From an optimization exercise on the open Yosys and OpenROAD flow, aimed at small area; shortcuts taken in it are not production practice. RTL that was checked went through simulation tests only; none was proved equivalent to the original. The RTL of runs 2 to 5 was laid out without a check of its function. Power and IR drop assume default switching activity.

==> flow/design.v <==
package rv_pkg;
  localparam int XLEN       = 32;
  localparam int REG_ADDR_W = 5;
  typedef logic [XLEN-1:0]       word_t;
  typedef logic [REG_ADDR_W-1:0] reg_idx_t;
  localparam logic [6:0] OPC_LUI    = 7'b0110111;
  localparam logic [6:0] OPC_OP_IMM = 7'b0010011;
  localparam logic [2:0] F3_ADD  = 3'b000;
  localparam logic [2:0] F3_SLL  = 3'b001;
  localparam logic [2:0] F3_SLT  = 3'b010;
  localparam logic [2:0] F3_SLTU = 3'b011;
  localparam logic [2:0] F3_XOR  = 3'b100;
  localparam logic [2:0] F3_SR   = 3'b101;
  localparam logic [2:0] F3_OR   = 3'b110;
  localparam logic [2:0] F3_AND  = 3'b111;
  localparam logic [6:0] F7_SRL = 7'b0000000;
  localparam logic [6:0] F7_SRA = 7'b0100000;
  localparam word_t NOP_INSN = 32'h0000_0013;  
  typedef struct packed {
    logic [19:0] imm20;
    reg_idx_t    rd;
    logic [6:0]  opcode;
  } u_view_t;
  typedef struct packed {
    logic [11:0] imm12;
    reg_idx_t    rs1;
    logic [2:0]  funct3;
    reg_idx_t    rd;
    logic [6:0]  opcode;
  } i_view_t;
  typedef union packed {
    u_view_t u;
    i_view_t i;
  } insn_u_t;
  typedef enum logic [1:0] {
    RET_RESET   = 2'd0,
    RET_OK      = 2'd1,
    RET_ILLEGAL = 2'd2
  } retire_e;
  typedef struct packed {
    word_t pc;
    word_t insn;
    logic  valid;  
  } fetch_t;
  typedef struct packed {
    word_t      pc;
    word_t      insn;
    retire_e    status;
    reg_idx_t   rd;
    reg_idx_t   rs1;
    logic       we;
    word_t      rs1_data;
    word_t      imm;      
    logic [2:0] funct3;
    logic       sra;
  } exec_t;
  typedef struct packed {
    word_t    pc;
    word_t    insn;
    retire_e  status;
    reg_idx_t rd;
    logic     we;
    word_t    data;
  } result_t;
endpackage
module rv_fetch #(
  parameter rv_pkg::word_t BOOT_PC = '0
) (
  input  logic           clk,
  input  logic           rst,
  input  rv_pkg::word_t  insn_i,
  output rv_pkg::word_t  pc_o,
  output rv_pkg::fetch_t fetch_o
);
  rv_pkg::word_t pc;
  assign pc_o = pc;
  always_ff @(posedge clk) begin
    if (rst) begin
      pc <= BOOT_PC;
    end else begin
      pc <= pc + 32'd4;
    end
  end
  always_ff @(posedge clk) begin
    if (rst) begin
      fetch_o.pc    <= BOOT_PC;
      fetch_o.insn  <= rv_pkg::NOP_INSN;
      fetch_o.valid <= 1'b0;  
    end else begin
      fetch_o.pc    <= pc;
      fetch_o.insn  <= insn_i;  
      fetch_o.valid <= 1'b1;
    end
  end
endmodule
module rv_decode (
  input  logic             clk,
  input  logic             rst,
  input  rv_pkg::fetch_t   fetch_i,
  output rv_pkg::reg_idx_t rs1_o,
  input  rv_pkg::word_t    rs1_data_i,
  output rv_pkg::exec_t    exec_o
);
  rv_pkg::insn_u_t  insn;
  rv_pkg::word_t    imm;
  rv_pkg::reg_idx_t rd;
  rv_pkg::retire_e  status;
  logic             is_lui;
  logic             is_op_imm;
  logic             bad_shift;
  logic             illegal;
  assign insn      = fetch_i.insn;
  assign is_lui    = (insn.u.opcode == rv_pkg::OPC_LUI);
  assign is_op_imm = (insn.i.opcode == rv_pkg::OPC_OP_IMM);
  assign bad_shift = is_op_imm && (insn.i.funct3 == rv_pkg::F3_SR) &&
                     (insn.i.imm12[11:5] != rv_pkg::F7_SRL) &&
                     (insn.i.imm12[11:5] != rv_pkg::F7_SRA);
  assign illegal   = !(is_lui || is_op_imm) || bad_shift;
  always_comb begin
    if (is_lui) begin
      imm   = {insn.u.imm20, 12'b0};
      rd    = insn.u.rd;
      rs1_o = '0;  
    end else begin
      imm   = {{(rv_pkg::XLEN-12){insn.i.imm12[11]}}, insn.i.imm12};
      rd    = insn.i.rd;
      rs1_o = is_op_imm ? insn.i.rs1 : '0;
    end
  end
  always_comb begin
    if (!fetch_i.valid) status = rv_pkg::RET_RESET;
    else if (illegal)   status = rv_pkg::RET_ILLEGAL;
    else                status = rv_pkg::RET_OK;
  end
  always_ff @(posedge clk) begin
    if (rst) begin
      exec_o        <= '0;
      exec_o.status <= rv_pkg::RET_RESET;
    end else begin
      exec_o.pc       <= fetch_i.pc;
      exec_o.insn     <= fetch_i.insn;
      exec_o.status   <= status;
      exec_o.rd       <= rd;
      exec_o.rs1      <= rs1_o;
      exec_o.we       <= (status == rv_pkg::RET_OK);
      exec_o.rs1_data <= rs1_data_i;
      exec_o.imm      <= imm;
      exec_o.funct3   <= insn.i.funct3;
      exec_o.sra      <= insn.i.imm12[10];   
    end
  end
endmodule
module rv_regfile (
  input  logic             clk,
  input  logic             rst,
  input  logic             we_i,
  input  rv_pkg::reg_idx_t rd_i,
  input  rv_pkg::word_t    rd_data_i,
  input  rv_pkg::reg_idx_t rs1_i,
  output rv_pkg::word_t    rs1_data_o
);
  localparam int NUM_REGS = 2 ** rv_pkg::REG_ADDR_W;
  rv_pkg::word_t regs [NUM_REGS];
  always_ff @(posedge clk) begin
    if (rst) begin
      for (int i = 0; i < NUM_REGS; i++) begin
        regs[i] <= '0;
      end
    end else if (we_i && (rd_i != '0)) begin  
      regs[rd_i] <= rd_data_i;
    end
  end
  always_comb begin
    if (rs1_i == '0) begin
      rs1_data_o = '0;
    end else if (we_i && (rd_i == rs1_i)) begin
      rs1_data_o = rd_data_i;
    end else begin
      rs1_data_o = regs[rs1_i];
    end
  end
endmodule
module rv_execute (
  input  logic            clk,
  input  logic            rst,
  input  rv_pkg::exec_t   exec_i,
  input  rv_pkg::result_t wb_i,
  output rv_pkg::result_t mem_o
);
  rv_pkg::insn_u_t insn;
  rv_pkg::word_t   op_a;
  rv_pkg::word_t   imm;
  rv_pkg::word_t   result;
  logic [4:0]      shamt;
  logic            mem_hit;
  logic            wb_hit;
  logic            is_lui;
  assign insn   = exec_i.insn;
  assign is_lui = (insn.u.opcode == rv_pkg::OPC_LUI);
  assign imm    = exec_i.imm;
  assign shamt  = exec_i.imm[4:0];
  assign mem_hit = mem_o.we && (mem_o.rd != '0) && (mem_o.rd == exec_i.rs1);
  assign wb_hit  = wb_i.we && (wb_i.rd != '0) && (wb_i.rd == exec_i.rs1);
  always_comb begin
    if (mem_hit) begin
      op_a = mem_o.data;
    end else if (wb_hit) begin
      op_a = wb_i.data;
    end else begin
      op_a = exec_i.rs1_data;  
    end
  end
  always_comb begin
    result = '0;
    if (is_lui) begin
      result = imm;
    end else begin
      case (exec_i.funct3)
        rv_pkg::F3_ADD:  result = op_a + imm;
        rv_pkg::F3_SLT: begin
          result = {{(rv_pkg::XLEN-1){1'b0}}, ($signed(op_a) < $signed(imm))};
        end
        rv_pkg::F3_SLTU: begin
          result = {{(rv_pkg::XLEN-1){1'b0}}, (op_a < imm)};
        end
        rv_pkg::F3_XOR:  result = op_a ^ imm;
        rv_pkg::F3_OR:   result = op_a | imm;
        rv_pkg::F3_AND:  result = op_a & imm;
        rv_pkg::F3_SLL:  result = op_a << shamt;
        rv_pkg::F3_SR: begin
          if (exec_i.sra) begin
            result = $signed(op_a) >>> shamt;
          end else begin
            result = op_a >> shamt;
          end
        end
        default: result = '0;
      endcase
    end
  end
  always_ff @(posedge clk) begin
    if (rst) begin
      mem_o        <= '0;
      mem_o.status <= rv_pkg::RET_RESET;
    end else begin
      mem_o.pc     <= exec_i.pc;
      mem_o.insn   <= exec_i.insn;
      mem_o.status <= exec_i.status;
      mem_o.rd     <= exec_i.rd;
      mem_o.we     <= exec_i.we;
      mem_o.data   <= result;
    end
  end
endmodule
module rv_retire (
  input  logic             clk,
  input  logic             rst,
  input  rv_pkg::result_t  mem_i,
  output rv_pkg::result_t  wb_o,
  output rv_pkg::word_t    trace_pc_o,
  output rv_pkg::word_t    trace_insn_o,
  output rv_pkg::retire_e  trace_status_o,
  output logic             wb_we_o,
  output rv_pkg::reg_idx_t wb_rd_o,
  output rv_pkg::word_t    wb_data_o
);
  logic bubble;
  always_ff @(posedge clk) begin
    if (rst) begin
      wb_o        <= '0;
      wb_o.status <= rv_pkg::RET_RESET;
    end else begin
      wb_o <= mem_i;
    end
  end
  assign bubble = (wb_o.status == rv_pkg::RET_RESET);
  assign trace_pc_o     = bubble ? '0 : wb_o.pc;
  assign trace_insn_o   = bubble ? '0 : wb_o.insn;
  assign trace_status_o = wb_o.status;
  assign wb_we_o   = wb_o.we;
  assign wb_rd_o   = wb_o.rd;
  assign wb_data_o = wb_o.data;
endmodule
module rv_core #(
  parameter rv_pkg::word_t BOOT_PC = '0
) (
  input  logic             clk,
  input  logic             rst,
  output rv_pkg::word_t    imem_addr_o,
  input  rv_pkg::word_t    imem_data_i,
  output rv_pkg::word_t    trace_pc_o,
  output rv_pkg::word_t    trace_insn_o,
  output rv_pkg::retire_e  trace_status_o,
  output logic             wb_we_o,
  output rv_pkg::reg_idx_t wb_rd_o,
  output rv_pkg::word_t    wb_data_o
);
  rv_pkg::fetch_t   fetch;
  rv_pkg::exec_t    exec;
  rv_pkg::result_t  mem;
  rv_pkg::result_t  wb;
  rv_pkg::reg_idx_t rs1;
  rv_pkg::word_t    rs1_data;
  rv_fetch #(
    .BOOT_PC (BOOT_PC)
  ) u_fetch (
    .clk     (clk),
    .rst     (rst),
    .insn_i  (imem_data_i),
    .pc_o    (imem_addr_o),
    .fetch_o (fetch)
  );
  rv_decode u_decode (
    .clk        (clk),
    .rst        (rst),
    .fetch_i    (fetch),
    .rs1_o      (rs1),
    .rs1_data_i (rs1_data),
    .exec_o     (exec)
  );
  rv_regfile u_regfile (
    .clk        (clk),
    .rst        (rst),
    .we_i       (wb.we),
    .rd_i       (wb.rd),
    .rd_data_i  (wb.data),
    .rs1_i      (rs1),
    .rs1_data_o (rs1_data)
  );
  rv_execute u_execute (
    .clk    (clk),
    .rst    (rst),
    .exec_i (exec),
    .wb_i   (wb),     
    .mem_o  (mem)
  );
  rv_retire u_retire (
    .clk            (clk),
    .rst            (rst),
    .mem_i          (mem),
    .wb_o           (wb),
    .trace_pc_o     (trace_pc_o),
    .trace_insn_o   (trace_insn_o),
    .trace_status_o (trace_status_o),
    .wb_we_o        (wb_we_o),
    .wb_rd_o        (wb_rd_o),
    .wb_data_o      (wb_data_o)
  );
endmodule
==> flow/run.sh <==
#!/bin/bash
# synth_recipe.tcl (not shown) runs the flow's synth.tcl, then flattens the netlist and writes it again
# the make line also repeats each setting of config.mk as NAME=value (left out here)
make -C /OpenROAD-flow-scripts/flow DESIGN_CONFIG=/design/flow/config.mk WORK_HOME=/design/flow/orfs CLKGATE_MAP_FILE= SYNTH_SCRIPT=/design/flow/synth_recipe.tcl finish
==> flow/config.mk <==
export PLATFORM = sky130hd
export DESIGN_NAME = rv_core
export DESIGN_NICKNAME = rv_core
export VERILOG_FILES = /design/flow/design.v
export SDC_FILE = /design/flow/constraint.sdc
export NUM_CORES = 4
export LEC_CHECK = 0
export ABC_AREA = 0
export CAP_MARGIN = 20
export CORE_MARGIN = 2
export CORE_UTILIZATION = 40
export SLEW_MARGIN = 20
==> flow/constraint.sdc <==
create_clock -name core_clock -period 6.0 [get_ports {clk}]
set_input_delay 1.2000 -clock core_clock [delete_from_list [all_inputs] [get_ports {clk}]]
set_output_delay 1.2000 -clock core_clock [all_outputs]
set_load 0.01 [all_outputs]
==> results of run 1 <==
worst paths after layout:
check	start	end	depth (start not counted)
max	u_retire.wb_o[51]$_SDFF_PP0_	u_execute.mem_o[31]$_SDFF_PP0_	18
max reg2reg	u_retire.wb_o[51]$_SDFF_PP0_	u_execute.mem_o[31]$_SDFF_PP0_	18
min	u_execute.mem_o[68]$_SDFF_PP0_	u_retire.wb_o[68]$_SDFF_PP0_	1
min reg2reg	u_execute.mem_o[68]$_SDFF_PP0_	u_retire.wb_o[68]$_SDFF_PP0_	1
cell type report:
cell class                      count  area share [%]
Sequential cell                  1441           51.16
Multi-Input combinational cell   4014           33.67
Clock buffer                      212           5.612
Timing Repair Buffer              376           4.489
Tap cell                         2204           3.608
Clock inverter                     77          0.9381
Inverter                          101          0.4977
Antenna cell                        6         0.01965
cell families after synthesis:
| kind of cell | Yosys count | share of synthesized area [%] |
|---|---|---|
| AOI/OAI and AO/OA | 1130 | 11.45 |
| xor gates and xnor gates | 66 | 0.8740 |
| adders and majority gates | 106 | 1.991 |
| buffers and inverters | 692 | 4.198 |
| DFF | 1441 | 58.36 |
| muxes | 175 | 3.132 |
| other | 1 | 0.005597 |
| and+or+nand+nor | 2501 | 19.99 |
repair_timing:
item | 4_1_cts | 5_1_grt
setup buffers | 0 | 0
resized for setup | 0 | 2
endpoints found under the setup margin | 0 | 1
worst max-delay path: cells and delay by family (launching register included):
kind / cells / cell delay, ps
AND/OR/NAND/NOR: 1 / 750
AO/OA/AOI/OAI: 11 / 2700
buffers and inverters: 3 / 880
XOR/XNOR: 2 / 350
flip-flops: 1 / 430
adder cells (fa/ha/maj): 1 / 360
per-layer routing:
metal	GRT usage, %	vias to the layer above	part of all wire (%)
met4	10.45	6	3.9
met5	0	-	0.023
li1	-	21660	-
met3	8.169	460	11
met2	39.87	2464	44
met1	37.19	24190	42
power by group through the flow:
stage	registers, mW	logic (mW)	clock network [mW]
2_1_floorplan	11.2	0.841	0
3_3_place_gp	11.3	1.53	0
3_5_place_dp	11.3	1.54	0
4_1_cts	11.1	1.54	9.60
5_1_grt	11.1	1.66	9.99
6_report	11.1	1.59	9.47
metrics by stage:
step / utilization (%) / setup WS [ps] / hold WS, ps
2_1_floorplan: - / 1372 / 413.8
3_3_place_gp: 42.75 / 619.9 / 416.8
3_5_place_dp: 42.79 / 535.6 / 420.4
4_1_cts: 45.79 / 514.6 / 426.6
5_1_grt: 45.80 / 48.04 / 441.5
6_report: 45.81 / 454.8 / 416.4
synth_stat cells, types with 5 or more instances:
library cell / count
ha_1: 105
a21oi_1: 217
and2_1: 1007
a22oi_1: 7
nor2b_1: 336
and4_1: 5
or2_2: 11
a211oi_1: 22
inv_1: 98
nand2b_1: 11
or3_1: 22
a211o_1: 5
dfxtp_1: 417
buf_2: 16
o211ai_1: 10
a311oi_1: 191
nor2_1: 274
xnor2_1: 34
nor4_1: 47
o21ai_1: 11
o21bai_1: 10
a31oi_1: 30
buf_4: 46
nand2_1: 577
nor3_1: 59
nand4_1: 12
a21o_1: 13
clkbuf_1: 486
o22ai_1: 239
mux4_2: 27
nand3_1: 80
buf_1: 41
mux2_2: 7
o31ai_1: 8
o221ai_1: 63
a2111oi_0: 5
a31oi_2: 22
edfxtp_1: 1024
xor2_1: 31
a221oi_1: 31
and3_1: 41
mux2i_1: 141
o21ai_0: 199
cells in the final DEF (no fill, tap or decap), drive strengths merged, types with 41 or more instances in the layout:
cell type,netlist,final
a21oi,218,218
a311oi,192,192
a31oi,52,52
and2,1008,1008
and3,41,41
buf,105,212
clkbuf,486,212
clkdlybuf4s50,0,164
clkinv,2,62
dfxtp,417,417
edfxtp,1024,1024
ha,105,105
inv,99,107
mux2i,141,141
nand2,577,577
nand3,80,80
nor2,274,274
nor2b,336,336
nor3,59,59
nor4,47,47
o21ai,210,210
o221ai,63,63
o22ai,239,239
registers in the layout, indices dropped and copies added (netlist names):
name	flops
u_regfile.regs	1024
u_decode.exec_o	132
u_execute.mem_o	96
u_retire.wb_o	96
u_fetch.fetch_o	63
u_fetch.pc	30
==> out/summary.txt, run 1 <==
Cts hold-fix bufs = 0
GRT Total Usage = 27.03%
Initial antenna violation count = 20
WL/cell = 27.88 microns
Sw Share = 24.60%
Fill cell total of the finished layout = 15240
Placed Area = 71390 sq um
DRC Markers = 0
Largest cells by area after synthesis = edfxtp_1, dfxtp_1, and2_1, nand2_1, nor2b_1
CP arrival = 6280 ps
Clk pwr share = 42.8%
Maximum root-to-sink buffer count = 3
CP Cell Sequence = xnor2_1, nand4_1, buf_4, o21ai_0, a31oi_2, buf_4, ha_1, a21oi_1, o21ai_0, a221oi_1, o41ai_1, buf_4, a221oi_1, a221oi_1, a221oi_1, xor2_1, a21oi_1, a221oi_1
Fin. max-slew vios = 0
DRT iter0 DRCs = 6262
Final Cell Area = 76430 sq um
CTS tree = built
Gr ovfl total = 0
Largest vdd supply drop = 0.3364 mV
Register bit count reported by yosys = 1441
Vias = 48770
Core Rows = 150
Sequential Power Share = 50.0%
Pre-antenna DRT Iters = 6
Core ar. = 166800 sq um
Clock root buffer = clkbuf_16
Seq/Total Area, Yosys = 58.36%
Share of flip-flops with an asynchronous set or reset = 0%
Post-layout instance count excluding filler cells = 8431
Outcome = finished clean
Syn Inst Count = 6112
Required time of the critical path = 6740 ps
Via density = 5.785
Layout cells sized above 1 = 9.516%
Yosys top cell area share = 45.90%
Worst path max stage delay = 750 ps
Slowest CP cell = nand4_1
Num CTS Buffers = 157
CP most frequent cell = a221oi_1
Power share of the combinational group = 7.2%
Top_reg_cell synth = edfxtp_1
Area delta synth->final = 14.07%
Cell area after synthesis = 67000 sq um
PD cells = 289.7 nW/um^2
Die X = 413.3 microns
Total wire length = 235.0 mm
Multi-input logic area = 25740 sq um
Crit Path Max Fanout = 20
Hold Violations, Final = 0
Largest net degree at the start of global routing = 249
Mean Syn Cell Area = 10.96 sq um
Max Clock Freq = 0.1803 GHz
Critical path endpoint category = register
Clk_skew = 45.03 ps
Post-synth EDFFs = 1024
Max-Slew Margin vs Limit = 18.35%
Number of nets with antenna violations after routing = 0
Worst slew pin tran = 1214 ps
Final setup TNS = 0 ps
Reg-to-reg slack, setup = 450 ps
Io pins = 170
Switch Pwr = 5.446 mW
Clock slew at reported path FFs = 60 ps
Max-capacitance violation count = 0
CTS Sinks = 1441
Hold Path Class = register to register
Worst skew pair latency = 830 ps
Placed cells = 8136
Initial core utilization = 40.16%
Fin nets = 6231
Synth cell types = 84
Setup-failing EPs final = 0
RSZ-0062 raised after global routing = no
Power Internal = 16.69 mW
Number of global-route vias before repair = 46540
Crit share post-route = 92.42%
Die H = 413.3 microns
# H-tree levels = 4
Minimum clock period = 5545 ps
DIE AREA = 170800 sq um
Leading area contributor after synthesis = edfxtp_1
Area occupied by registers = 39100 sq um
Crit path kind = register to register
Yosys warnings = 5
PnR Total Power = 22.14 mW
Leak = 27.61 nW
Port bufs = 165
Startpoint Class = register
Routability-driven placement congestion ratio = 0.9746
First-pass GRT wire length = 335.5 mm
Placed wire-length estimate = 149.6 mm
==> run 2: changes to the inputs <==
==> flow/design.v (replaced) <==
module rv_core #(
  parameter logic [31:0] BOOT_PC = '0
) (
  input  logic        clk,
  input  logic        rst,
  output logic [31:0] imem_addr_o,
  input  logic [31:0] imem_data_i,
  output logic [31:0] trace_pc_o,
  output logic [31:0] trace_insn_o,
  output logic [1:0]  trace_status_o,
  output logic        wb_we_o,
  output logic [4:0]  wb_rd_o,
  output logic [31:0] wb_data_o
);
  logic [31:2] pc;
  always_ff @(posedge clk) begin
    if (rst) pc <= BOOT_PC[31:2];
    else     pc <= pc + 30'd1;
  end
  assign imem_addr_o = {pc, 2'b00};
  logic [31:0] insn1, insn2, insn3, insn4;
  logic        v1, v2, v3, v4;
  always_ff @(posedge clk) begin
    insn1 <= imem_data_i;
    insn2 <= insn1;
    insn3 <= insn2;
    insn4 <= insn3;
  end
  always_ff @(posedge clk) begin
    v1 <= !rst;
    v2 <= !rst && v1;
    v3 <= !rst && v2;
    v4 <= !rst && v3;
  end
  logic [31:0] regs [1:31];
  logic [4:0]  rs1_2;
  logic [31:0] rdata;
  logic [31:0] op_q;
  assign rs1_2 = insn2[19:15];
  always_comb begin
    rdata = '0;
    for (int i = 1; i < 32; i++) rdata = rdata | ({32{rs1_2 == 5'(i)}} & regs[i]);
  end
  always_ff @(posedge clk) op_q <= rdata;
  logic [2:0]  f3;
  logic [4:0]  rd3, rs1_3, shamt;
  logic        legal3;
  assign rd3    = insn3[11:7];
  assign f3     = insn3[14:12];
  assign rs1_3  = insn3[19:15];
  assign shamt  = insn3[24:20];
  assign legal3 = (insn3[6:0] == 7'b0110111) ||
                  (insn3[6:0] == 7'b0010011 &&
                   !(f3 == 3'b101 && (insn3[31] || insn3[29:25] != 5'd0)));
  logic        ok4;
  logic [31:0] res_q;
  logic        fwd;
  logic [31:0] a;
  assign fwd = v4 && ok4 && (insn4[11:7] == rs1_3) && (rs1_3 != 5'd0);
  assign a   = fwd ? res_q : op_q;
  logic [31:0] imm;
  logic [31:0] result;
  assign imm = {{20{insn3[31]}}, insn3[31:20]};
  logic        left;
  logic [31:0] sh_in, sr, shl;
  assign left = !f3[2];
  always_comb begin
    for (int k = 0; k < 32; k++) sh_in[k] = left ? a[31-k] : a[k];
  end
  assign sr = 32'($signed({insn3[30] & !left & a[31], sh_in}) >>> shamt);
  always_comb begin
    for (int k = 0; k < 32; k++) shl[k] = sr[31-k];
  end
  logic        sub;
  logic [32:0] sum;
  logic        lt;
  assign sub = f3[1];
  assign sum = {1'b0, a} + {1'b0, sub ? ~imm : imm} + {32'd0, sub};
  assign lt  = f3[0] ? !sum[32] : ((a[31] ^ imm[31]) ? a[31] : sum[31]);
  always_comb begin
    if (insn3[2]) begin   
      result = {insn3[31:12], 12'b0};
    end else begin
      case (f3)
        3'b000: result = sum[31:0];
        3'b010, 3'b011: result = {31'd0, lt};
        3'b100: result = a ^ imm;
        3'b110: result = a | imm;
        3'b111: result = a & imm;
        3'b001: result = shl;
        default: result = sr;
      endcase
    end
  end
  always_ff @(posedge clk) begin
    res_q <= result;
    ok4   <= legal3;
  end
  logic        we3;
  logic [31:0] wdata;
  assign we3   = v3 && legal3;
  assign wdata = rst ? 32'd0 : result;
  always_ff @(posedge clk) begin
    for (int i = 1; i < 32; i++) begin
      if (rst || (we3 && rd3 == 5'(i))) regs[i] <= wdata;
    end
  end
  logic [31:2] ret_pc;
  assign ret_pc         = pc - 30'd4;
  assign trace_pc_o     = v4 ? {ret_pc, 2'b00} : 32'd0;
  assign trace_insn_o   = v4 ? insn4 : 32'd0;
  assign trace_status_o = !v4 ? 2'd0 : ok4 ? 2'd1 : 2'd2;
  assign wb_we_o        = v4 && ok4;
  assign wb_rd_o        = insn4[11:7];
  assign wb_data_o      = res_q;
endmodule
==> run 2 against run 1 <==
  * Critical path type unchanged
  * Register-to-register slack got worse by 260 ps
  * Non-clock buffer count grew 40
  * Die area shrank 25%
  * Largest power group unchanged
==> out/summary.txt, run 2 <==
DRT iter0 DRCs = 5618
Area occupied by registers = 34340 sq um
Worst slew pin tran = 1145 ps
Postcts setup bufs = 0
Syn Inst Count = 3680
Initial antenna violation count = 14
Required time of the critical path = 6380 ps
DIE AREA = 128800 sq um
Die H = 358.9 microns
Cts hold-fix bufs = 0
Seq/Total Area, Yosys = 68.15%
Area delta synth->final = 19.34%
Leak = 21.43 nW
Placed wire-length estimate = 131.5 mm
Max-Slew Margin vs Limit = 21.48%
Top_reg_cell synth = edfxtp_1
Maximum root-to-sink buffer count = 3
Largest vdd supply drop = 0.2687 mV
Port bufs = 165
Largest net degree at the start of global routing = 64
Critical path endpoint category = register
Die X = 358.9 microns
PD cells = 345.6 nW/um^2
Core Rows = 130
Share of flip-flops with an asynchronous set or reset = 0%
Top cells by count, synth = edfxtp_1, a22oi_1, dfxtp_1
Final setup TNS = 0 ps
Yosys top cell area share = 59.13%
WL/cell = 37.15 microns
Fin nets = 4125
Setup-failing EPs final = 0
Post-layout instance count excluding filler cells = 5741
Mean Syn Cell Area = 13.69 sq um
Synth cell types = 89
Outcome = finished clean
Pre-antenna DRT Iters = 8
Commonest non-fill, non-tap cell in the layout = edfxtp_1
Max-capacitance violation count = 0
Count leader, synth = edfxtp_1
Routability-driven placement congestion ratio = 1.044
Leading area contributor after synthesis = edfxtp_1
Hold Path Class = register to register
Clock slew at reported path FFs = 60 ps
RSZ-0062 raised after global routing = no
Top reg by flops = regs
Startpoint Class = register
Crit Path Max Fanout = 32
Vias = 37720
GRT Total Usage = 32.24%
Initial core utilization = 40.22%
Yosys warnings = 2
Crit share post-route = 96.73%
First-pass GRT wire length = 292.1 mm
DRC Markers = 0
Post-synth EDFFs = 992
Gr ovfl total = 0
Fill cell total of the finished layout = 10910
Largest cells by area after synthesis = edfxtp_1, dfxtp_1, a22oi_1, ha_1, a221oi_1
Via density = 6.570
# H-tree levels = 3
Top sig layer = met5
Total wire length = 213.3 mm
Hold Violations, Final = 0
Worst skew pair latency = 740 ps
PnR Total Power = 20.78 mW
CTS-repair resized insts = 0
Fin. max-slew vios = 0
Antenna cell count = 0
Cell area after synthesis = 50380 sq um
Crit path kind = register to register
Metal1 wirelength = 79.29 mm
Number of nets with antenna violations after routing = 0
Most frequent cells in the layout = edfxtp_1, a22oi_1, dfxtp_1
Multi-input logic area = 15390 sq um
Met3 Wirelength = 21.13 mm
Flip-flop count of the largest register after layout = 992
Register bit count reported by yosys = 1219
Placed cells = 5519
CTS Sinks = 1219
Number of global-route vias before repair = 35520
CP arrival = 6180 ps
CTS tree = built
Clock root buffer = clkbuf_16
Num CTS Buffers = 121
Clk_skew = 62.81 ps
Core ar. = 125200 sq um
Minimum clock period = 5804 ps
Layout cells sized above 1 = 14.47%
Io pins = 170
Max Clock Freq = 0.1723 GHz
Wire length on met2 = 98.78 mm
-- run 2: changes by cell type after synthesis, moves of 187 or more --
| cell | delta |
|---|---|
| a22oi_1 | +299 |
| and2_1 | -919 |
| clkbuf_1 | -316 |
| a311oi_1 | -187 |
| nor2b_1 | -319 |
| nand2_1 | -396 |
| o22ai_1 | -205 |
| dfxtp_1 | -190 |
-- run 2: cell type report --
class	instances	share of cell area, %
Inverter	70	0.4370
Sequential cell	1219	57.12
Tap cell	1650	3.434
Clock inverter	59	1.082
Clock buffer	163	5.605
Multi-Input combinational cell	2164	25.59
Timing Repair Buffer	416	6.733
-- run 2: worst paths after layout --
check	startpoint	endpoint	slack (ps)	depth (start not counted)
setup / recovery	insn4[11]$_DFF_P_	regs[21][26]$_DFFE_PP_	200	19
hold / removal	insn2[14]$_DFF_P_	insn3[14]$_DFF_P_	300	0
setup reg to reg	insn4[11]$_DFF_P_	regs[21][26]$_DFFE_PP_	200	19
hold reg to reg	insn2[14]$_DFF_P_	insn3[14]$_DFF_P_	300	0
-- run 2: layer usage --
metal	up-vias	global-route usage [%]
met4	10	17.52
met3	625	5.950
met2	2514	51.97
li1	15320	-
met5	-	0
met1	19250	41.29
-- run 2: cell families after synthesis --
logic type      Yosys count  share of synthesized area (%)
mux                      39                          1.272
buf+inv                 300                          2.449
other cells               1                       0.007444
compound gates         1026                          14.93
xor+xnor                 80                          1.391
simple gates            916                          9.321
fa+ha+maj                99                          2.474
flops                  1219                          68.15
-- run 2: per-stage QoR --
stage | setup slack [ps] | util (%) | area [sq um] | hold slack, ps
finish | 196.1 | 48.00 | 60120 | 302.4
global route | 112.7 | 48.00 | 60120 | 307.4
CTS | 218.8 | 47.99 | 60110 | 301.3
detailed placement | 209.4 | 44.78 | 56090 | 312.1
global placement | 294.5 | 44.76 | 56060 | 309.7
floorplan | 18.07 | - | 50460 | 309.6
-- run 2: critical path: stages (launching register included) --
cell and delay [ps]:
dfxtp_1 330, or2_1 260, o21a_2 240, buf_12 180, o31ai_1 500, and2_1 260
inv_1 100, ha_1 410, nand4_1 200, or2_2 330, a2bb2oi_1 170, o211ai_1 460
o21a_1 210, o21ai_0 90, buf_4 140, a31oi_1 680, buf_4 230, a211oi_1 60
a31o_2 250, and2_2 380
-- run 2: report_power, final --
part           leakage (nW)  switching, mW  internal [mW]
combinational          7.40           2.02          0.875
sequential             12.1          0.344           9.90
clock                  1.94           3.28           4.37
total                  21.4           5.64           15.1
==> run 3: changes to the inputs <==
--- a/flow/config.mk
+++ b/flow/config.mk
@@ -9,4 +9,6 @@
 export CAP_MARGIN = 20
 export CORE_MARGIN = 2
-export CORE_UTILIZATION = 40
+export CORE_UTILIZATION = 55
+export CTS_BUF_LIST = sky130_fd_sc_hd__clkbuf_8
+export CTS_CLUSTER_SIZE = 20
 export SLEW_MARGIN = 20
==> run 3 against run 2 <==
  * Still clean on timing, DRC and antenna
  * Global-route usage grew 11 points
  * Sequential share of layout area grew 0.80 points
  * Critical path depth shrank 9
  * Sequential power is essentially flat
  * Clock-buffer cell count grew 42
  * Non-clock buffer count grew 8
  * Synthesized cell count is the same
==> out/summary.txt, run 3 <==
Clock slew at reported path FFs = 80 ps
Flip-flop count of the largest register after layout = 992
Via density = 7.208
Vias = 38990
PnR Total Power = 20.04 mW
Seq/Total Area, Yosys = 68.15%
Crit path kind = register to output pin
Top_reg_cell synth = edfxtp_1
Gr busiest metal = met2
Initial core utilization = 55.21%
Clk_skew = 98.69 ps
Final setup TNS = 0 ps
Clk pwr share = 34.6%
Startpoint Class = register
Count leader, synth = edfxtp_1
Commonest non-fill, non-tap cell in the layout = edfxtp_1
DRT iter0 DRCs = 6999
Switch Pwr = 5.627 mW
Top cells by count, synth = edfxtp_1, a22oi_1, dfxtp_1
Syn Inst Count = 3680
Mean Syn Cell Area = 13.69 sq um
Max-Slew Margin vs Limit = 10.62%
Placed Area = 55460 sq um
Clock root buffer = clkbuf_8
Util after Layout = 64.98%
Crit share post-route = 96.30%
Register bit count reported by yosys = 1219
Pre-CTS setup slack = 263.3 ps
PD cells = 337.9 nW/um^2
Hold Violations, Final = 0
Worst skew pair latency = 930 ps
Gr ovfl total = 0
# H-tree levels = 4
Initial antenna violation count = 11
RSZ-0062 raised after global routing = no
Max-capacitance violation count = 0
Power Internal = 14.41 mW
Routability-driven placement congestion ratio = 1.055
Io pins = 170
Outcome = finished clean
Top reg by flops = regs
Sequential Power Share = 51.2%
Placed cells = 5062
Core ar. = 91250 sq um
Die X = 306.6 microns
Num CTS Buffers = 184
Yosys warnings = 2
Hold_ws = 287.1 ps
Worst slew pin tran = 1303 ps
Leak = 21.62 nW
Fin. max-slew vios = 0
Placed wire-length estimate = 127.3 mm
Routing usage on met3 = 13.47%
CP arrival = 4580 ps
WL/cell = 38.39 microns
Hold Path Class = register to register
Sw Share = 28.08%
Critical path endpoint category = output pin
Power share of the combinational group = 14.1%
Largest net degree at the start of global routing = 64
Cts hold-fix bufs = 0
Yosys top cell area share = 59.13%
Minimum clock period = 5778 ps
CTS tree = built
Total wire length = 207.7 mm
Number of global-route vias before repair = 37320
Port bufs = 165
GR met1 Demand/Resource = 56.38%
Number of nets with antenna violations after routing = 0
CTS Sinks = 1219
Met2 Usage GRT = 65.01%
Layout cells sized above 1 = 16.13%
Largest cells by area after synthesis = edfxtp_1, dfxtp_1, a22oi_1, ha_1, a221oi_1
Largest vdd supply drop = 0.2761 mV
First-pass GRT wire length = 284.5 mm
Final Cell Area = 59290 sq um
Setup-failing EPs final = 0
DIE AREA = 94030 sq um
Pre-antenna DRT Iters = 6
Final worst slack = 222.1 ps
Required time of the critical path = 4800 ps
Multi-input logic area = 15420 sq um
Max Clock Freq = 0.1731 GHz
Cell area after synthesis = 50380 sq um
Synth cell types = 89
Post-layout instance count excluding filler cells = 5409
DRC Markers = 0
Maximum root-to-sink buffer count = 3
Most frequent cells in the layout = edfxtp_1, a22oi_1, buf_4
Die H = 306.6 microns
Fill cell total of the finished layout = 6455
Area delta synth->final = 17.70%
Fin nets = 4196
Post-synth EDFFs = 992
Area occupied by registers = 34340 sq um
Leading area contributor after synthesis = edfxtp_1
Core Rows = 111
Crit Path Max Fanout = 10
GRT Total Usage = 43.63%
Share of flip-flops with an asynchronous set or reset = 0%
run 3: cell counts after synthesis:
Identical to the previous run, type by type.
run 3: per-layer routing:
layer | vias to the layer above | share of wire [%]
li1 | 15490 | -
met1 | 18950 | 35
met2 | 3667 | 44
met3 | 881 | 15
met4 | 8 | 7.1
met5 | - | 0.023
run 3: logic make-up after synthesis:
group,share of synthesized area [%]
AOI/OAI and AO/OA,14.93
muxes,1.272
and+or+nand+nor,9.321
buffers and inverters,2.449
xor gates and xnor gates,1.391
adders and majority gates,2.474
DFF,68.15
other,0.007444
run 3: layout make-up:
cell class	instances	area share [%]
Clock buffer	205	4.758
Antenna cell	7	0.02954
Tap cell	1186	2.503
Inverter	70	0.4431
Clock inverter	134	1.602
Sequential cell	1219	57.91
Timing Repair Buffer	424	6.744
Multi-Input combinational cell	2164	26.01
run 3: worst max-delay path: stages, from the launching register on:
cell and delay (ps):
dfxtp_1 430, or3_4 430, or3_4 340, or3_4 370, or4_4 470, or4_4 470
or2_4 270, nor3_2 140, xor2_1 150, and2_1 140, clkdlybuf4s50_1 530
run 3: what timing repair did:
item	in CTS	in global routing
endpoints found under the setup margin	0	64
resized for setup	0	3
setup buffers	0	0
run 3: power by group through the flow:
| stage | clock, mW | combinational [mW] | sequential, mW |
|---|---|---|---|
| final | 6.94 | 2.83 | 10.3 |
| after global routing | 7.31 | 2.92 | 10.3 |
| after CTS | 6.97 | 2.71 | 10.2 |
| after detailed placement | 0 | 2.70 | 10.4 |
| after global placement | 0 | 2.70 | 10.4 |
| after floorplan | 0 | 1.36 | 10.2 |
run 3: worst paths after layout:
check	cells past startpoint	startpoint	endpoint	slack (ps)
worst min-delay path	0	insn2[26]$_DFF_P_	insn3[26]$_DFF_P_	290
worst max-delay path	10	pc[6]$_SDFF_PP0_	trace_pc_o[31]	220
worst max register to register	19	insn4[9]$_DFF_P_	regs[15][28]$_DFFE_PP_	300
worst min register to register	0	insn2[26]$_DFF_P_	insn3[26]$_DFF_P_	290
==> run 4: changes to the inputs <==
--- a/flow/design.v
+++ b/flow/design.v
@@ -78,19 +78,16 @@
   assign sum = {1'b0, a} + {1'b0, sub ? ~imm : imm} + {32'd0, sub};
   assign lt  = f3[0] ? !sum[32] : ((a[31] ^ imm[31]) ? a[31] : sum[31]);
-  always_comb begin
-    if (insn3[2]) begin   
-      result = {insn3[31:12], 12'b0};
-    end else begin
-      case (f3)
-        3'b000: result = sum[31:0];
-        3'b010, 3'b011: result = {31'd0, lt};
-        3'b100: result = a ^ imm;
-        3'b110: result = a | imm;
-        3'b111: result = a & imm;
-        3'b001: result = shl;
-        default: result = sr;
-      endcase
-    end
-  end
+  logic [31:0] lu;
+  assign lu = (a & imm & {32{f3[1]}}) | ((a ^ imm) & {32{!f3[0]}});
+  logic        s_lui, s_add, s_lt, s_lu, s_sh;
+  logic [31:0] sh_out;
+  assign sh_out = left ? shl : sr;
+  assign s_lui  = insn3[2];   
+  assign s_add  = !insn3[2] && f3 == 3'b000;
+  assign s_lt   = !insn3[2] && f3[2:1] == 2'b01;
+  assign s_lu   = !insn3[2] && f3[2] && f3[1:0] != 2'b01;
+  assign s_sh   = !insn3[2] && f3[1:0] == 2'b01;
+  assign result = ({32{s_lui}} & {insn3[31:12], 12'b0}) | ({32{s_add}} & sum[31:0]) |
+                  ({32{s_lu}} & lu) | ({32{s_sh}} & sh_out) | {31'd0, s_lt & lt};
   always_ff @(posedge clk) begin
     res_q <= result;
--- a/flow/config.mk
+++ b/flow/config.mk
@@ -10,5 +10,5 @@
 export CORE_MARGIN = 2
 export CORE_UTILIZATION = 55
-export CTS_BUF_LIST = sky130_fd_sc_hd__clkbuf_8
-export CTS_CLUSTER_SIZE = 20
+export CTS_CLUSTER_DIAMETER = 100
+export CTS_CLUSTER_SIZE = 30
 export SLEW_MARGIN = 20
==> run 4 against run 3 <==
  * Via count decreased by 2.6%
  * Sequential share of layout area grew 2.7 points
  * First-iteration DRC count shrank 5.7%
  * Power is 13% lower
  * Clock power fell by 35%
  * Critical endpoint is now regs[30][19]$_DFFE_PP_
  * Worst setup slack gained 6.7 ps
  * Sequential cell count did not move
  * Sequential power about the same
  * Synthesized cell count increased by 0.27%
  * Combinational power is 7% lower
  * Highest routed layer unchanged
==> out/summary.txt, run 4 <==
Outcome = finished clean
Number of nets with antenna violations after routing = 0
Hold Startpoint = insn1[30]$_DFF_P_
Layout cells sized above 1 = 10.76%
Synth cell types = 93
Worst skew pair latency = 710 ps
R2r endpoint = regs[30][19]$_DFFE_PP_
PD cells = 308.0 nW/um^2
Postcts setup bufs = 0
Number of global-route vias before repair = 35550
Post-layout instance count excluding filler cells = 5094
Hold Violations, Final = 0
Pre-antenna DRT Iters = 6
Met2 Usage GRT = 66.74%
RSZ-0062 raised after global routing = no
Gr busiest metal = met2
Initial core utilization = 55.25%
GRT Total Usage = 42.95%
Die H = 307.0 microns
Routability-driven placement congestion ratio = 1.068
Hold Path Class = register to register
Clk_skew = 51.08 ps
Crit path kind = register to register
Max-Slew Margin vs Limit = 19.80%
Power share of the combinational group = 15.1%
Leading area contributor after synthesis = edfxtp_1
Power Internal = 12.47 mW
Gr ovfl total = 0
Flip-flop count of the largest register after layout = 992
Most frequent cells in the layout = edfxtp_1, a22oi_1, dfxtp_1
Multi-input logic area = 15590 sq um
CP arrival = 6140 ps
Fin nets = 3962
Sw Share = 28.51%
Worst r2r path cells = 18
Core ar. = 91390 sq um
Cell area after synthesis = 50490 sq um
Top_reg_cell synth = edfxtp_1
Worst Hold Depth = 0
Placed wire-length estimate = 128.9 mm
CTS Sinks = 1219
CTS-repair resized insts = 0
Count leader, synth = edfxtp_1
Placed cells = 4993
First-pass GRT wire length = 280.1 mm
Mean Syn Cell Area = 13.68 sq um
Top cells by count, synth = edfxtp_1, a22oi_1, dfxtp_1
Commonest non-fill, non-tap cell in the layout = edfxtp_1
Required time of the critical path = 6370 ps
Area occupied by registers = 34340 sq um
Die X = 307.0 microns
Total wire length = 206.3 mm
Io pins = 170
Sequential Power Share = 59.1%
Routing usage on met3 = 11.97%
Final setup TNS = 0 ps
Area delta synth->final = 12.15%
RR Startpoint = insn3[19]$_DFF_P_
Reg-to-reg slack, setup = 230 ps
Share of flip-flops with an asynchronous set or reset = 0%
Crit Path Max Fanout = 31
Yosys top cell area share = 59.00%
Syn Inst Count = 3690
WL/cell = 40.51 microns
Largest net degree at the start of global routing = 72
DRC Markers = 0
Clock root buffer = clkbuf_16
Initial antenna violation count = 6
Max Clock Freq = 0.1733 GHz
Seq/Total Area, Yosys = 68.00%
Via density = 7.455
Largest cells by area after synthesis = edfxtp_1, dfxtp_1, a22oi_1, ha_1, a221oi_1
Worst slew pin tran = 1194 ps
PnR Total Power = 17.44 mW
DRT iter0 DRCs = 6600
Hold Path End = insn2[30]$_DFF_P_
Yosys warnings = 2
Util after Layout = 61.96%
Port bufs = 165
# H-tree levels = 2
Cts hold-fix bufs = 0
Crit share post-route = 96.19%
Largest vdd supply drop = 0.3986 mV
Minimum clock period = 5771 ps
Vias = 37980
CTS tree = built
Top reg by flops = regs
Startpoint Class = register
Core Rows = 111
Post-synth EDFFs = 992
Fin. max-slew vios = 0
Switch Pwr = 4.973 mW
Register bit count reported by yosys = 1219
DIE AREA = 94240 sq um
Setup-failing EPs final = 0
GR met1 Demand/Resource = 53.61%
Max-capacitance violation count = 0
Num CTS Buffers = 52
Leak = 20.10 nW
Maximum root-to-sink buffer count = 3
Clock slew at reported path FFs = 120 ps
Critical path endpoint category = register
Fill cell total of the finished layout = 6838
Clk pwr share = 25.8%
## run 4: final cells by class
| cell class | count | share of cell area (%) |
|---|---|---|
| Timing Repair Buffer | 354 | 5.838 |
| Multi-Input combinational cell | 2198 | 27.53 |
| Antenna cell | 4 | 0.01768 |
| Clock inverter | 11 | 0.5303 |
| Clock buffer | 86 | 2.579 |
| Tap cell | 1186 | 2.621 |
| Sequential cell | 1219 | 60.65 |
| Inverter | 36 | 0.2386 |
## run 4: cell families (layout without fill, tap and decap cells)
| kind of cell | count (synthesis) | count (layout) | share of synthesized area, % |
|---|---|---|---|
| compound gates | 1081 | 1081 | 15.92 |
| other cells | 1 | 8 | 0.007427 |
| buf+inv | 276 | 487 | 2.258 |
| fa+ha+maj | 67 | 67 | 1.675 |
| flops | 1219 | 1219 | 68.00 |
| mux | 64 | 64 | 1.665 |
| xor+xnor | 93 | 93 | 1.613 |
| simple gates | 889 | 889 | 8.857 |
## run 4: critical path, stage by stage, from the launching register on
cell	delay [ps]
dfxtp_1	510
xor2_1	260
or4_4	710
nor2_2	250
buf_4	180
nand2_1	50
nand2_1	130
ha_1	250
buf_4	160
and3_1	210
a221oi_1	260
o21ai_0	160
a311oi_1	370
buf_4	190
o31ai_1	70
a21oi_1	200
xnor2_1	220
a221o_1	370
a32o_1	870
## run 4: layer usage
metal / share of wire, % / wire length [microns] / vias to the layer above
met2: 45 / 92820 / 3376
met1: 34 / 69310 / 18740
met4: 7.6 / 15640 / 4
met3: 14 / 28560 / 790
li1: - / - / 15070
met5: 0.012 / 25 / -
## run 4: power by group through the flow
stage	registers [mW]	clock network (mW)	logic, mW
finish	10.3	4.50	2.64
floorplan	10.2	0	1.34
detailed placement	10.5	0	2.51
global placement	10.4	0	2.52
CTS	10.3	4.51	2.52
global route	10.3	4.77	2.72
## run 4: how the worst max path moves through the flow
stage          cells past startpoint                      to         startpoint  slack, ps
2_1_floorplan                     10   regs[12][0]$_DFFE_PP_  insn3[14]$_DFF_P_        190
3_3_place_gp                      17  regs[10][31]$_DFFE_PP_  insn3[16]$_DFF_P_        400
5_1_grt                           18  regs[27][19]$_DFFE_PP_  insn3[19]$_DFF_P_         50
3_5_place_dp                      17   regs[6][24]$_DFFE_PP_  insn3[19]$_DFF_P_        240
6_report                          18  regs[30][19]$_DFFE_PP_  insn3[19]$_DFF_P_        230
4_1_cts                           17  regs[13][24]$_DFFE_PP_  insn3[19]$_DFF_P_        190
## run 4: per-stage QoR
stage | setup slack (ps) | hold WS, ps | cell area, sq um
floorplan | 193.6 | 309.6 | 50520
global placement | 396.3 | 310.4 | 54800
detailed placement | 236.1 | 312.1 | 54800
CTS | 188.5 | 324.1 | 56560
global route | 49.49 | 330.9 | 56610
finish | 228.8 | 321.1 | 56620
==> run 5: changes to the inputs <==
--- a/flow/design.v
+++ b/flow/design.v
@@ -34,6 +34,17 @@
   end
   logic [31:0] regs [1:31];
+  logic [2:0]  f3;
+  logic [4:0]  rd3, shamt;
+  logic        legal3;
+  assign rd3    = insn3[11:7];
+  assign f3     = insn3[14:12];
+  assign shamt  = insn3[24:20];
+  assign legal3 = (insn3[6:0] == 7'b0110111) ||
+                  (insn3[6:0] == 7'b0010011 &&
+                   !(f3 == 3'b101 && (insn3[31] || insn3[29:25] != 5'd0)));
+  logic [31:0] result;
   logic [4:0]  rs1_2;
   logic [31:0] rdata;
+  logic        fwd;
   logic [31:0] op_q;
   assign rs1_2 = insn2[19:15];
@@ -42,23 +53,9 @@
     for (int i = 1; i < 32; i++) rdata = rdata | ({32{rs1_2 == 5'(i)}} & regs[i]);
   end
-  always_ff @(posedge clk) op_q <= rdata;
-  logic [2:0]  f3;
-  logic [4:0]  rd3, rs1_3, shamt;
-  logic        legal3;
-  assign rd3    = insn3[11:7];
-  assign f3     = insn3[14:12];
-  assign rs1_3  = insn3[19:15];
-  assign shamt  = insn3[24:20];
-  assign legal3 = (insn3[6:0] == 7'b0110111) ||
-                  (insn3[6:0] == 7'b0010011 &&
-                   !(f3 == 3'b101 && (insn3[31] || insn3[29:25] != 5'd0)));
-  logic        ok4;
-  logic [31:0] res_q;
-  logic        fwd;
+  assign fwd = v3 && legal3 && (rd3 == rs1_2) && (rd3 != 5'd0);
+  always_ff @(posedge clk) op_q <= fwd ? result : rdata;
   logic [31:0] a;
-  assign fwd = v4 && ok4 && (insn4[11:7] == rs1_3) && (rs1_3 != 5'd0);
-  assign a   = fwd ? res_q : op_q;
   logic [31:0] imm;
-  logic [31:0] result;
+  assign a   = op_q;
   assign imm = {{20{insn3[31]}}, insn3[31:20]};
   logic        left;
@@ -75,6 +72,20 @@
   logic [32:0] sum;
   logic        lt;
+  logic [12:0] lo;
+  logic        ub;
+  logic [32:12] c, any1, all1;
   assign sub = f3[1];
-  assign sum = {1'b0, a} + {1'b0, sub ? ~imm : imm} + {32'd0, sub};
+  assign lo  = {1'b0, a[11:0]} + {1'b0, sub ? ~imm[11:0] : imm[11:0]} + {12'd0, sub};
+  assign ub  = imm[31] ^ sub;
+  always_comb begin
+    any1[12] = 1'b0;
+    all1[12] = 1'b1;
+    for (int i = 12; i < 32; i++) begin
+      any1[i+1] = any1[i] | a[i];
+      all1[i+1] = all1[i] & a[i];
+    end
+    for (int i = 12; i <= 32; i++) c[i] = ub ? (lo[12] | any1[i]) : (lo[12] & all1[i]);
+  end
+  assign sum = {c[32], a[31:12] ^ {20{ub}} ^ c[31:12], lo[11:0]};
   assign lt  = f3[0] ? !sum[32] : ((a[31] ^ imm[31]) ? a[31] : sum[31]);
   logic [31:0] lu;
@@ -90,4 +101,6 @@
   assign result = ({32{s_lui}} & {insn3[31:12], 12'b0}) | ({32{s_add}} & sum[31:0]) |
                   ({32{s_lu}} & lu) | ({32{s_sh}} & sh_out) | {31'd0, s_lt & lt};
+  logic        ok4;
+  logic [31:0] res_q;
   always_ff @(posedge clk) begin
     res_q <= result;
--- a/flow/config.mk
+++ b/flow/config.mk
@@ -7,8 +7,8 @@
 export LEC_CHECK = 0
 export ABC_AREA = 0
-export CAP_MARGIN = 20
+export CAP_MARGIN = 0
 export CORE_MARGIN = 2
 export CORE_UTILIZATION = 55
-export CTS_CLUSTER_DIAMETER = 100
-export CTS_CLUSTER_SIZE = 30
-export SLEW_MARGIN = 20
+export CTS_CLUSTER_DIAMETER = 80
+export CTS_CLUSTER_SIZE = 24
+export SLEW_MARGIN = 0
==> run 5 against run 4 <==
  * Now fails the layout checks on max-capacitance violations, max-slew violations
  * Sequential cell count did not move
  * Non-clock buffer count fell by 33
  * Largest power group unchanged
  * Die area fell by 2.1%
  * Global-route usage fell by 4.4 points
  * First-iteration DRC count fell by 13%
  * Clock skew rose by 15 ps
  * Power fell by 2.4%
  * Routed wire length fell by 13%
  * Register-to-register slack improved by 380 ps
  * Worst hold slack improved by 9.4 ps
  * Critical path type unchanged
  * Sequential share of layout area rose by 1.9 points
==> out/summary.txt, run 5 <==
Outcome = finished with violations
Layout Check Fails = max-capacitance violations, max-slew violations
Initial antenna violation count = 10
Max-Slew Margin vs Limit = -1.070%
Die H = 303.7 microns
Max Clock Freq = 0.1856 GHz
DIE AREA = 92220 sq um
Total wire length = 180.1 mm
CP Cell Sequence = xnor2_1, buf_4, inv_1, ha_1, nand2_1, a2111oi_0, o21ai_0, o21a_1, o211ai_1, and2_1
Hold Violations, Final = 0
Yosys top cell area share = 60.31%
Top_reg_cell synth = edfxtp_1
Worst skew pair latency = 750 ps
Crit path kind = register to register
Sequential Power Share = 60.0%
Postcts setup bufs = 0
Clock root buffer = clkbuf_16
PD cells = 309.9 nW/um^2
Layout cells sized above 1 = 11.21%
Seq/Total Area, Yosys = 69.51%
Register bit count reported by yosys = 1219
Via density = 7.175
Pre-antenna DRT Iters = 8
Flip-flop count of the largest register after layout = 992
Leak = 19.47 nW
Clock slew at reported path FFs = 90 ps
Yosys warnings = 2
RSZ-0062 raised after global routing = no
Crit share post-route = 89.81%
Power Internal = 12.48 mW
Sw Share = 26.68%
Largest net degree at the start of global routing = 70
Worst path max stage delay = 1060 ps
Startpoint Class = register
DRT iter0 DRCs = 5732
Leading area contributor after synthesis = edfxtp_1
Cell area after synthesis = 49390 sq um
Top reg by flops = regs
Clk pwr share = 27.3%
Power share of the combinational group = 12.7%
Most frequent cells in the layout = edfxtp_1, a22oi_1, nand2_1, dfxtp_1, clkdlybuf4s50_1
Pre-CTS setup slack = 981.8 ps
CTS Sinks = 1219
Clk_skew = 66.33 ps
Largest vdd supply drop = 0.2960 mV
Setup-failing EPs final = 0
GRT Total Usage = 38.52%
Number of global-route vias before repair = 32830
First-pass GRT wire length = 251.2 mm
Crit Path Max Fanout = 31
Syn Inst Count = 3474
Cts hold-fix bufs = 0
Maximum root-to-sink buffer count = 3
Switch Pwr = 4.539 mW
Core ar. = 88650 sq um
Placed wire-length estimate = 112.5 mm
Final worst slack = 611.2 ps
Vias = 34560
Top cells by count, synth = edfxtp_1, a22oi_1, nand2_1
Number of nets with antenna violations after routing = 0
Worst slew pin tran = 1516 ps
Area delta synth->final = 11.17%
Core Rows = 109
Max-capacitance violation count = 1
Commonest non-fill, non-tap cell in the layout = edfxtp_1
Final setup TNS = 0 ps
Num CTS Buffers = 61
Mean Syn Cell Area = 14.22 sq um
Initial core utilization = 55.72%
Gr ovfl total = 0
Port bufs = 165
Critical path endpoint category = register
Die X = 303.7 microns
Routability-driven placement congestion ratio = 1.002
Fin nets = 3695
Required time of the critical path = 6380 ps
Minimum clock period = 5389 ps
Fin. max-slew vios = 33
CP arrival = 5770 ps
CTS tree = built
Post-synth EDFFs = 992
Count leader, synth = edfxtp_1
Share of flip-flops with an asynchronous set or reset = 0%
Largest cells by area after synthesis = edfxtp_1, dfxtp_1, a22oi_1, mux4_2, nand2_1
Synth cell types = 89
Io pins = 170
DRC Markers = 0
# H-tree levels = 2
WL/cell = 37.39 microns
Hold Path Class = register to register
CTS-repair resized insts = 0
Slowest CP cell = a2111oi_0
[run 5: cell types whose count changed after synthesis, moves of 17 or more]
cell,before,now
or4_1,36,9
nand2_1,205,229
mux4_2,14,59
o21ai_0,111,53
a221oi_1,93,11
a22oi_1,342,486
a22o_1,77,7
ha_1,66,46
a21oi_1,104,64
nand3_1,129,87
nand4_1,75,56
o221ai_1,19,2
a21o_1,47,25
xor2_1,61,37
[run 5: cell families (layout without fill, tap and decap cells)]
logic type      Yosys count  in the layout  share of synthesized area, %
simple gates            870            870                         8.808
flops                  1219           1219                         69.51
mux                     107            107                         3.693
fa+ha+maj                47             47                         1.206
xor+xnor                 71             71                         1.259
buf+inv                 276            449                         2.290
compound gates          883            883                         13.22
other cells               1              6                      0.007592
[run 5: critical path, delay by kind of cell, from the launching register on]
| kind | cells | cell delay, ps |
|---|---|---|
| adders and majority gates | 1 | 430 |
| buffers and inverters | 2 | 480 |
| DFF | 1 | 810 |
| xor gates and xnor gates | 1 | 190 |
| AOI/OAI and AO/OA | 4 | 2030 |
| and+or+nand+nor | 2 | 1060 |
[run 5: power by group through the flow]
stage | sequential (mW) | combinational (mW) | clock (mW)
after detailed placement | 10.4 | 2.09 | 0
final | 10.2 | 2.16 | 4.65
after CTS | 10.2 | 2.10 | 4.66
after global placement | 10.4 | 2.08 | 0
after global routing | 10.2 | 2.24 | 4.93
after floorplan | 10.2 | 1.17 | 0
[run 5: through the flow]
step | std cells | power (mW) | utilization, % | hold WS [ps] | cell area [sq um]
final | 4817 | 17.02 | 61.94 | 330.5 | 54910
after detailed placement | 4716 | 12.47 | 59.90 | 312.1 | 53100
after floorplan | 3477 | 11.39 | - | 309.6 | 49400
after CTS | 4815 | 16.94 | 61.93 | 332.0 | 54900
after global routing | 4815 | 17.41 | 61.93 | 331.4 | 54900
after global placement | 4716 | 12.43 | 59.90 | 311.5 | 53100
[run 5: layout make-up]
cell class | count | area, sq um
repair buffers | 321 | 2870
flip-flops and latches | 1219 | 34340
diodes | 2 | 5.005
well taps | 1165 | 1458
clock buffers | 85 | 1617
multi-input cells | 1982 | 14320
fillers | 6714 | 33740
clock inverters | 14 | 190.2
inverters | 29 | 108.9
[run 5: worst paths after layout]
kind                     start  cells after the start  slack [ps]                      to
max          insn3[13]$_DFF_P_                     10         610  regs[31][19]$_DFFE_PP_
min          insn2[27]$_DFF_P_                      0         330       insn3[27]$_DFF_P_
max reg2reg  insn3[13]$_DFF_P_                     10         610  regs[31][19]$_DFFE_PP_
min reg2reg  insn2[27]$_DFF_P_                      0         330       insn3[27]$_DFF_P_
[run 5: metal layers]
layer	wire length [microns]	up-vias	global-route usage [%]
met5	46	-	0
met4	10020	8	18.56
met3	24140	518	9.171
met2	81200	2861	59.43
met1	64700	17160	51.87
li1	-	14010	-
==> run 6: changes to the inputs <==
--- a/flow/design.v
+++ b/flow/design.v
@@ -76,5 +76,24 @@
   logic [32:12] c, any1, all1;
   assign sub = f3[1];
-  assign lo  = {1'b0, a[11:0]} + {1'b0, sub ? ~imm[11:0] : imm[11:0]} + {12'd0, sub};
+  logic [11:0] b_lo;
+  logic [12:0] gp_g [5];
+  logic [12:0] gp_p [5];
+  assign b_lo = sub ? ~imm[11:0] : imm[11:0];
+  always_comb begin
+    gp_g[0] = {a[11:0] & b_lo, sub};
+    gp_p[0] = {a[11:0] ^ b_lo, 1'b0};
+    for (int l = 0; l < 4; l++) begin
+      for (int i = 0; i < 13; i++) begin
+        if (((i >> l) & 1) == 1) begin
+          gp_g[l+1][i] = gp_g[l][i] | (gp_p[l][i] & gp_g[l][((i >> l) << l) - 1]);
+          gp_p[l+1][i] = gp_p[l][i] & gp_p[l][((i >> l) << l) - 1];
+        end else begin
+          gp_g[l+1][i] = gp_g[l][i];
+          gp_p[l+1][i] = gp_p[l][i];
+        end
+      end
+    end
+  end
+  assign lo = {gp_g[4][12], gp_p[0][12:1] ^ gp_g[4][11:0]};
   assign ub  = imm[31] ^ sub;
   always_comb begin
--- a/flow/config.mk
+++ b/flow/config.mk
@@ -7,8 +7,8 @@
 export LEC_CHECK = 0
 export ABC_AREA = 0
-export CAP_MARGIN = 0
+export CAP_MARGIN = 20
 export CORE_MARGIN = 2
 export CORE_UTILIZATION = 55
 export CTS_CLUSTER_DIAMETER = 80
 export CTS_CLUSTER_SIZE = 24
-export SLEW_MARGIN = 0
+export SLEW_MARGIN = 20
==> run 6 against run 5 <==
  * Largest cell class unchanged
  * Die area down 0.74%
  * Sequential share of layout area up 0.33 points
  * Critical path depth down 2
  * Power about the same
  * Now clean on timing, DRC and antenna
  * Global-route usage up 0.17 points
  * Sequential cell count unchanged
  * Maximum frequency up 7.1%
  * Critical endpoint is now trace_pc_o[30]
  * Non-clock buffer count down 19
  * Worst setup slack better by 360 ps
==> out/summary.txt, run 6 <==
Post-synth EDFFs = 992
Max-capacitance violation count = 0
Pre-CTS setup slack = 1390 ps
Placed cells = 4657
Sequential Power Share = 60.2%
Yosys top cell area share = 60.77%
Yosys warnings = 4
Crit Path Max Fanout = 7
Power Internal = 12.51 mW
Post-synthesis adder-cell area fraction = 1.297%
Initial antenna violation count = 3
Share of flip-flops with an asynchronous set or reset = 0%
Total wire length = 178.3 mm
Crit share post-route = 83.86%
Sw Share = 26.47%
Io pins = 170
RSZ-0062 raised after global routing = no
Clk_skew = 97.59 ps
Power share of the combinational group = 12.3%
Worst r2r path cells = 8
Leading area contributor after synthesis = edfxtp_1
Fill cell total of the finished layout = 6604
DRC Markers = 0
CTS-repair resized insts = 0
Top cells by count, synth = edfxtp_1, a22oi_1, nand2_1
Hold Path Class = register to register
Synth cell types = 85
RR Startpoint = insn3[13]$_DFF_P_
Placed wire-length estimate = 108.6 mm
Die H = 302.5 microns
Clock root buffer = clkbuf_16
Required time of the critical path = 4800 ps
Largest cells by area after synthesis = edfxtp_1, dfxtp_1, a22oi_1, mux4_2, nand2_1
Setup-failing EPs final = 0
Leak = 19.43 nW
Reg-to-reg slack, setup = 1240 ps
Post-layout instance count excluding filler cells = 4775
Port bufs = 165
Largest family of logic cells by synthesized area = compound AO/OA/AOI/OAI gates
Number of nets with antenna violations after routing = 0
Die X = 302.5 microns
Final setup TNS = 0 ps
Layout cells sized above 1 = 11.04%
Number of global-route vias before repair = 31820
Initial core utilization = 55.47%
Largest vdd supply drop = 0.3011 mV
Core Rows = 109
Seq/Total Area, Yosys = 70.04%
Gr ovfl total = 0
Synth Area in Simple Gates = 8.796%
Syn Inst Count = 3422
CTS tree = built
Crit path to = trace_pc_o[30]
Worst skew pair latency = 750 ps
CP arrival = 3830 ps
Clk pwr share = 27.5%
Maximum root-to-sink buffer count = 3
DIE AREA = 91530 sq um
Num CTS Buffers = 60
Crit path kind = register to output pin
CTS Sinks = 1219
Final Cell Area = 54610 sq um
Top reg by flops = regs
Fin nets = 3638
DRT iter0 DRCs = 5722
Worst slew pin tran = 1241 ps
Hold Violations, Final = 0
First-pass GRT wire length = 245.8 mm
Area delta synth->final = 11.41%
Core ar. = 88370 sq um
Vias = 33830
Post-synthesis mux area share = 3.966%
Flip-flop count of the largest register after layout = 992
Top_reg_cell synth = edfxtp_1
GRT Total Usage = 38.68%
Fin. max-slew vios = 0
Hold_ws = 329.7 ps
CP Launch Point = pc[8]$_SDFF_PP0_
Compound-Gate Fraction of Synth Area = 12.54%
Routability-driven placement congestion ratio = 0.9508
Placed Area = 52680 sq um
XOR/XNOR Fraction of Synth Area = 1.161%
Cts hold-fix bufs = 0
Minimum clock period = 5031 ps
Pre-antenna DRT Iters = 6
Util after Layout = 61.80%
PD cells = 311.4 nW/um^2
Via density = 7.084
Most frequent cells in the layout = edfxtp_1, a22oi_1, nand2_1
Postcts setup bufs = 0
Switch Pwr = 4.502 mW
Final worst slack = 968.7 ps
Clock slew at reported path FFs = 90 ps
Startpoint Class = register
# H-tree levels = 2
Max-Slew Margin vs Limit = 17.08%
Count leader, synth = edfxtp_1
Mean Syn Cell Area = 14.33 sq um
Commonest non-fill, non-tap cell in the layout = edfxtp_1
Cell area after synthesis = 49020 sq um
Outcome = finished clean
WL/cell = 37.35 microns
Register bit count reported by yosys = 1219
Largest net degree at the start of global routing = 65
Worst Hold Depth = 0
Max Clock Freq = 0.1988 GHz
PnR Total Power = 17.01 mW
R2r endpoint = regs[19][10]$_DFFE_PP_
Critical path endpoint category = output pin
## run 6: cell type report
class | count | area [sq um] | share of cell area [%]
inverters | 26 | 97.59 | 0.1787
well taps | 1165 | 1458 | 2.669
repair buffers | 302 | 2734 | 5.006
diodes | 4 | 10.01 | 0.01833
multi-input cells | 1946 | 14120 | 25.86
clock inverters | 11 | 182.7 | 0.3345
flip-flops and latches | 1219 | 34340 | 62.88
clock buffers | 102 | 1669 | 3.056
## run 6: cells by family (layout without fill, tap and decap cells)
family	count (synthesis)	in the layout
AO/OA/AOI/OAI	837	837
flip-flops	1219	1219
adder cells (fa/ha/maj)	49	49
other	1	8
XOR/XNOR	65	65
AND/OR/NAND/NOR	874	874
buffers and inverters	260	441
multiplexers	117	117
## run 6: power by group through the flow
| stage | logic, mW | registers (mW) | clock network (mW) |
|---|---|---|---|
| after detailed placement | 2.03 | 10.4 | 0 |
| after global routing | 2.17 | 10.3 | 4.98 |
| after CTS | 2.03 | 10.2 | 4.69 |
| after global placement | 2.01 | 10.4 | 0 |
| after floorplan | 1.13 | 10.2 | 0 |
| final | 2.10 | 10.2 | 4.67 |
## run 6: how the worst min path moves through the flow
stage                      start           endpoint  slack [ps]
4_1_cts         insn2[2]$_DFF_P_   insn3[2]$_DFF_P_         330
3_5_place_dp    insn2[7]$_DFF_P_   insn3[7]$_DFF_P_         310
6_report       insn1[30]$_DFF_P_  insn2[30]$_DFF_P_         330
5_1_grt        insn1[24]$_DFF_P_  insn2[24]$_DFF_P_         330
3_3_place_gp   insn1[28]$_DFF_P_  insn2[28]$_DFF_P_         310
2_1_floorplan   insn1[0]$_DFF_P_   insn2[0]$_DFF_P_         310
## run 6: layer usage
layer | up-vias | part of all wire (%) | track usage (%)
li1 | 13760 | - | -
met1 | 16840 | 35 | 50.82
met2 | 2710 | 46 | 61.31
met3 | 517 | 12 | 8.077
met4 | 0 | 6.2 | 20.06
met5 | - | 0 | 0
## run 6: critical path, stage by stage, from the launching register on
cell and delay [ps]:
dfxtp_1 390, nor4_1 730, nand4_1 310, or2_2 410, nand2b_1 210, nor4_1 240
xor2_1 160, and2_1 130, clkdlybuf4s50_1 530

port drivers added, routing unchanged:
The flow's constraints put no driver on any port. The routed layouts listed below were extracted and timed again, unchanged, in two steps. Step 1, drivers: a clkbuf_16 drives clk and a buf_2 each remaining input, both assumed. Step 2 adds t to the input delays and takes it off the output delays; t is the mean of the earliest and latest rising clock arrival at the registers after step 1. Input paths then give back, and output paths get back, about the clock's delay inside the block. Three values: ideal ports, drivers, drivers and shift; two values: the first two.
| run | t (ns) | setup WS [ns] | clock arrival spread, ns |
|---|---|---|---|
| run 1 | 0.892 | 0.455 / 0.455 / 0.455 | 0.056 / 0.056 |
| run 2 | 0.788 | 0.196 / 0.196 / 0.196 | 0.064 / 0.064 |
| run 3 | 0.950 | 0.222 / 0.152 / 0.296 | 0.098 / 0.099 |
| run 4 | 0.756 | 0.229 / 0.229 / 0.229 | 0.051 / 0.051 |
| run 5 | 0.781 | 0.611 / 0.611 / 0.611 | 0.066 / 0.067 |
| run 6 | 0.766 | 0.969 / 0.901 / 1.236 | 0.098 / 0.099 |
